This is an optimization exercise on Yosys and OpenROAD, whose aim is small area, not a production implementation. The RTL was checked by simulation tests, not by an equivalence proof against the original design. No activity file was given, so power comes from the tool's default toggle rates.

==> flow/design.v <==
module control_core #(
  parameter int          NUM_REGS = 16,
  parameter logic [31:0] RESET_PC = 32'h0000_0000
) (
  input  logic        clock,
  input  logic        reset,
  output logic        fetch_req_valid,
  input  logic        fetch_req_ready,
  output logic [31:0] fetch_req_pc,
  output logic        fetch_req_epoch,
  input  logic        iss_valid,
  output logic        iss_ready,
  input  logic        iss_epoch,
  input  logic [4:0]  iss_rs1,
  input  logic [4:0]  iss_rs2,
  input  logic [4:0]  iss_rd,
  output logic [31:0] iss_rs1_data,
  output logic [31:0] iss_rs2_data,
  input  logic        wb_valid,
  input  logic [4:0]  wb_rd,
  input  logic [31:0] wb_data,
  input  logic        redir_valid,
  input  logic [31:0] redir_pc,
  output logic        err_reg,
  output logic        err_align
);
  logic [31:2] pc_q;
  logic        epoch_q, err_reg_q, err_align_q;
  logic [15:1] busy_q;
  logic [15:1] wen;
  logic [31:0] regs_q [1:15];
  logic [15:1] sel1, sel2, selrd, selwb;
  always_comb begin
    for (int i = 1; i < 16; i++) begin
      sel1[i]  = (iss_rs1 == 5'(i));
      sel2[i]  = (iss_rs2 == 5'(i));
      selrd[i] = (iss_rd  == 5'(i));
      selwb[i] = (wb_rd   == 5'(i));
    end
  end
  logic [15:1] rsel1, rsel2;
  assign rsel1 = sel1;
  assign rsel2 = sel2;
  for (genvar b = 0; b < 32; b++) begin : g_rd
    logic [15:1] col;
    for (genvar i = 1; i < 16; i++) begin : g_col
      assign col[i] = regs_q[i][b];
    end
    control_core_rdbit u_rd1 (.d(col), .s(rsel1), .y(iss_rs1_data[b]));
    control_core_rdbit u_rd2 (.d(col), .s(rsel2), .y(iss_rs2_data[b]));
  end
  logic hazard, stale, accept, oor_iss, redir_ok;
  logic [15:1] hz_n;
  for (genvar i = 1; i < 16; i++) begin : g_hz
    control_core_aoi3 u_hz (.d({3{busy_q[i]}}), .s({sel1[i], sel2[i], selrd[i]}), .y_n(hz_n[i]));
  end
  assign hazard = ~&hz_n;
  assign stale    = (iss_epoch != epoch_q);
  assign iss_ready = stale | ~hazard;
  assign accept   = iss_valid & ~stale & ~hazard;
  assign oor_iss  = iss_rs1[4] | iss_rs2[4] | iss_rd[4];
  assign redir_ok = redir_valid & (redir_pc[1:0] == 2'b00);
  assign fetch_req_valid = reset;
  assign fetch_req_pc    = {pc_q, 2'b00};
  assign fetch_req_epoch = epoch_q;
  assign err_reg         = err_reg_q;
  assign err_align       = err_align_q;
  logic [31:0] wdata;
  assign wdata = wb_data & {32{reset}};
  assign wen   = {15{~reset}} | (selwb & {15{wb_valid}});
  always_ff @(posedge clock) begin
    for (int i = 1; i < 16; i++)
      if (wen[i]) regs_q[i] <= wdata;
  end
  logic [31:2]  pc_inc;
  logic [17:2]  pc_cl;
  logic [32:17] pc_ch;
  logic         pc_sel_redir, pc_sel_step;
  always_comb begin
    pc_cl[2] = fetch_req_ready;
    for (int i = 2; i < 17; i++) begin
      pc_inc[i]  = pc_q[i] ^ pc_cl[i];
      pc_cl[i+1] = pc_cl[i] & pc_q[i];
    end
    pc_ch[17] = 1'b1;
    for (int i = 17; i < 32; i++) begin
      pc_inc[i]  = pc_q[i] ^ (pc_ch[i] & pc_cl[17]);
      pc_ch[i+1] = pc_ch[i] & pc_q[i];
    end
  end
  assign pc_sel_redir = reset & redir_ok;
  assign pc_sel_step  = reset & ~redir_ok;
  always_ff @(posedge clock)
    pc_q <= (redir_pc[31:2] & {30{pc_sel_redir}}) | (pc_inc & {30{pc_sel_step}});
  always_ff @(posedge clock) begin
    if (!reset) begin
      epoch_q     <= 1'b0;
      err_reg_q   <= 1'b0;
      err_align_q <= 1'b0;
      busy_q      <= '0;
    end else begin
      if (redir_ok) epoch_q <= ~epoch_q;
      if (redir_valid & ~redir_ok) err_align_q <= 1'b1;
      if ((wb_valid & wb_rd[4]) | (accept & oor_iss)) err_reg_q <= 1'b1;
      busy_q <= (busy_q & ~(selwb & {15{wb_valid}})) | (selrd & {15{accept}});
    end
  end
endmodule
module control_core_rdbit (
  input  logic [15:1] d,
  input  logic [15:1] s,
  output logic        y
);
  logic [4:0] g_n;
  for (genvar k = 0; k < 5; k++) begin : g_grp
    control_core_aoi3 u_aoi (.d(d[3*k+3:3*k+1]), .s(s[3*k+3:3*k+1]), .y_n(g_n[k]));
  end
  assign y = ~&g_n;
endmodule
module control_core_aoi3 (
  input  logic [2:0] d,
  input  logic [2:0] s,
  output logic       y_n
);
  assign y_n = ~|(d & s);
endmodule
clock: 6.5 ns
lec_check: 0
cap_margin: 20
core_margin: 2
core_utilization: 70
slew_margin: 20
synth_hierarchical: 1
post_floorplan_tcl: /design/flow/flow/downsize.tcl
post_resize_tcl: /design/flow/flow/smart_downsize.tcl
buffer_ports_args: -buffer_cell sky130_fd_sc_hd__buf_1
cts_args: -sink_clustering_enable -repair_clock_nets -dont_use_dummy_load -buf_list sky130_fd_sc_hd__clkbuf_8 -sink_clustering_size 15 -sink_clustering_max_diameter 100
standard.sh (not shown) runs the stock make flow with config.mk's settings and CLKGATE_MAP_FILE= SYNTH_SCRIPT=/design/flow/synth_recipe.tcl, a recipe that flattens the netlist after the stock synthesis.
==> flow/flow/run.sh <==
#!/bin/bash
# The standard ORFS layout (the standard.sh, unchanged synthesis), with four changes:
#  - after floorplanning, flow/downsize.tcl swaps each combinational gate to the smallest
#    cell of its family, so placement's repair sizes the drivers it needs from the bottom up;
#  - after placement's repair, flow/smart_downsize.tcl tries smaller drive strengths again,
#    keeping one only if it adds no max-slew or max-capacitance violation and setup slack
#    stays above 0.4 ns;
#  - ports are buffered with the smallest buffer (buf_1) instead of clkdlybuf4s50_1;
#  - clock tree synthesis uses clkbuf_8 leaf clusters of up to 15 sinks and no dummy loads.
# ORFS writes each step's full log under orfs/logs/; make's own output goes to standard.log.
set -euo pipefail
cat >> config.mk <<EOF
export POST_FLOORPLAN_TCL = $PWD/flow/downsize.tcl
export POST_RESIZE_TCL = $PWD/flow/smart_downsize.tcl
export BUFFER_PORTS_ARGS = -buffer_cell sky130_fd_sc_hd__buf_1
export CTS_ARGS = -sink_clustering_enable -repair_clock_nets -dont_use_dummy_load -buf_list sky130_fd_sc_hd__clkbuf_8 -sink_clustering_size 15 -sink_clustering_max_diameter 100
EOF
bash standard.sh > standard.log 2>&1
Other scripts of this flow, unchanged in this note and not shown: flow/flow/downsize.tcl, flow/flow/smart_downsize.tcl
Next try:
--- a/flow/design.v
+++ b/flow/design.v
@@ -25,11 +25,11 @@
   output logic        err_align
 );
   logic [31:2] pc_q;
   logic        epoch_q, err_reg_q, err_align_q;
   logic [15:1] busy_q;
-  logic [15:1] wen;
+  logic [15:1] wen, valid_q;
   logic [31:0] regs_q [1:15];
   logic [15:1] sel1, sel2, selrd, selwb;
   always_comb begin
     for (int i = 1; i < 16; i++) begin
       sel1[i]  = (iss_rs1 == 5'(i));
@@ -37,43 +37,38 @@
       selrd[i] = (iss_rd  == 5'(i));
       selwb[i] = (wb_rd   == 5'(i));
     end
   end
   logic [15:1] rsel1, rsel2;
-  assign rsel1 = sel1;
-  assign rsel2 = sel2;
+  assign rsel1 = sel1 & valid_q;
+  assign rsel2 = sel2 & valid_q;
   for (genvar b = 0; b < 32; b++) begin : g_rd
     logic [15:1] col;
     for (genvar i = 1; i < 16; i++) begin : g_col
       assign col[i] = regs_q[i][b];
     end
     control_core_rdbit u_rd1 (.d(col), .s(rsel1), .y(iss_rs1_data[b]));
     control_core_rdbit u_rd2 (.d(col), .s(rsel2), .y(iss_rs2_data[b]));
   end
   logic hazard, stale, accept, oor_iss, redir_ok;
-  logic [15:1] hz_n;
-  for (genvar i = 1; i < 16; i++) begin : g_hz
-    control_core_aoi3 u_hz (.d({3{busy_q[i]}}), .s({sel1[i], sel2[i], selrd[i]}), .y_n(hz_n[i]));
-  end
-  assign hazard = ~&hz_n;
+  assign hazard   = |((sel1 | sel2 | selrd) & busy_q);
   assign stale    = (iss_epoch != epoch_q);
   assign iss_ready = stale | ~hazard;
   assign accept   = iss_valid & ~stale & ~hazard;
   assign oor_iss  = iss_rs1[4] | iss_rs2[4] | iss_rd[4];
   assign redir_ok = redir_valid & (redir_pc[1:0] == 2'b00);
   assign fetch_req_valid = reset;
   assign fetch_req_pc    = {pc_q, 2'b00};
   assign fetch_req_epoch = epoch_q;
   assign err_reg         = err_reg_q;
   assign err_align       = err_align_q;
-  logic [31:0] wdata;
-  assign wdata = wb_data & {32{reset}};
-  assign wen   = {15{~reset}} | (selwb & {15{wb_valid}});
+  assign wen = selwb & {15{wb_valid}};
   always_ff @(posedge clock) begin
     for (int i = 1; i < 16; i++)
-      if (wen[i]) regs_q[i] <= wdata;
+      if (wen[i]) regs_q[i] <= wb_data;
   end
+  always_ff @(posedge clock) valid_q <= {15{reset}} & (valid_q | wen);
   logic [31:2]  pc_inc;
   logic [17:2]  pc_cl;
   logic [32:17] pc_ch;
   logic         pc_sel_redir, pc_sel_step;
   always_comb begin
Result:
- The changed run completed with no timing, DRC or antenna violations
- final area is higher by 2.2%
- worst hold slack gets better by 0.010 ns
- final cell count is higher by 4.1%
- worst setup slack gets worse by 0.36 ns
- die area is higher by 3.4%
- routed wire length is higher by 4.1%
- fmax is lower by 6.1%
- power is lower by 8.8%
- count of clock-buffer cells in the layout is higher by 1

## port drivers added, routing unchanged
The flow's constraints put no driver on any port. The routed layouts listed below were extracted and timed again, unchanged, in two steps. Step 1: set_driving_cell puts a clkbuf_16 on clock and a buf_2 on each other input, an assumption about the parent block. Step 2 moves the port delays by t, midway between the first and last clock arrival at a register: inputs arrive t later, outputs are due t later. That takes back most of the time a late clock gives input paths. a / b / c = ideal ports / drivers / drivers and shift; a / b = the first two.
| run | t (ns) | setup WS [ns] | worst hold slack (ns) | pins driven straight from the clock port |
|---|---|---|---|---|
| the first run | 0.607 | 0.922 / 0.903 / 0.903 | 0.451 / 0.451 / 0.451 | 1 |
| the second run | 0.621 | 0.560 / 0.534 / 0.534 | 0.461 / 0.461 / 0.461 | 1 |
After both steps setup and hold are still met in every run listed. The setup slack of the second run, which loses most, moves by -0.026 ns with the drivers and by -0.026 ns with both steps.
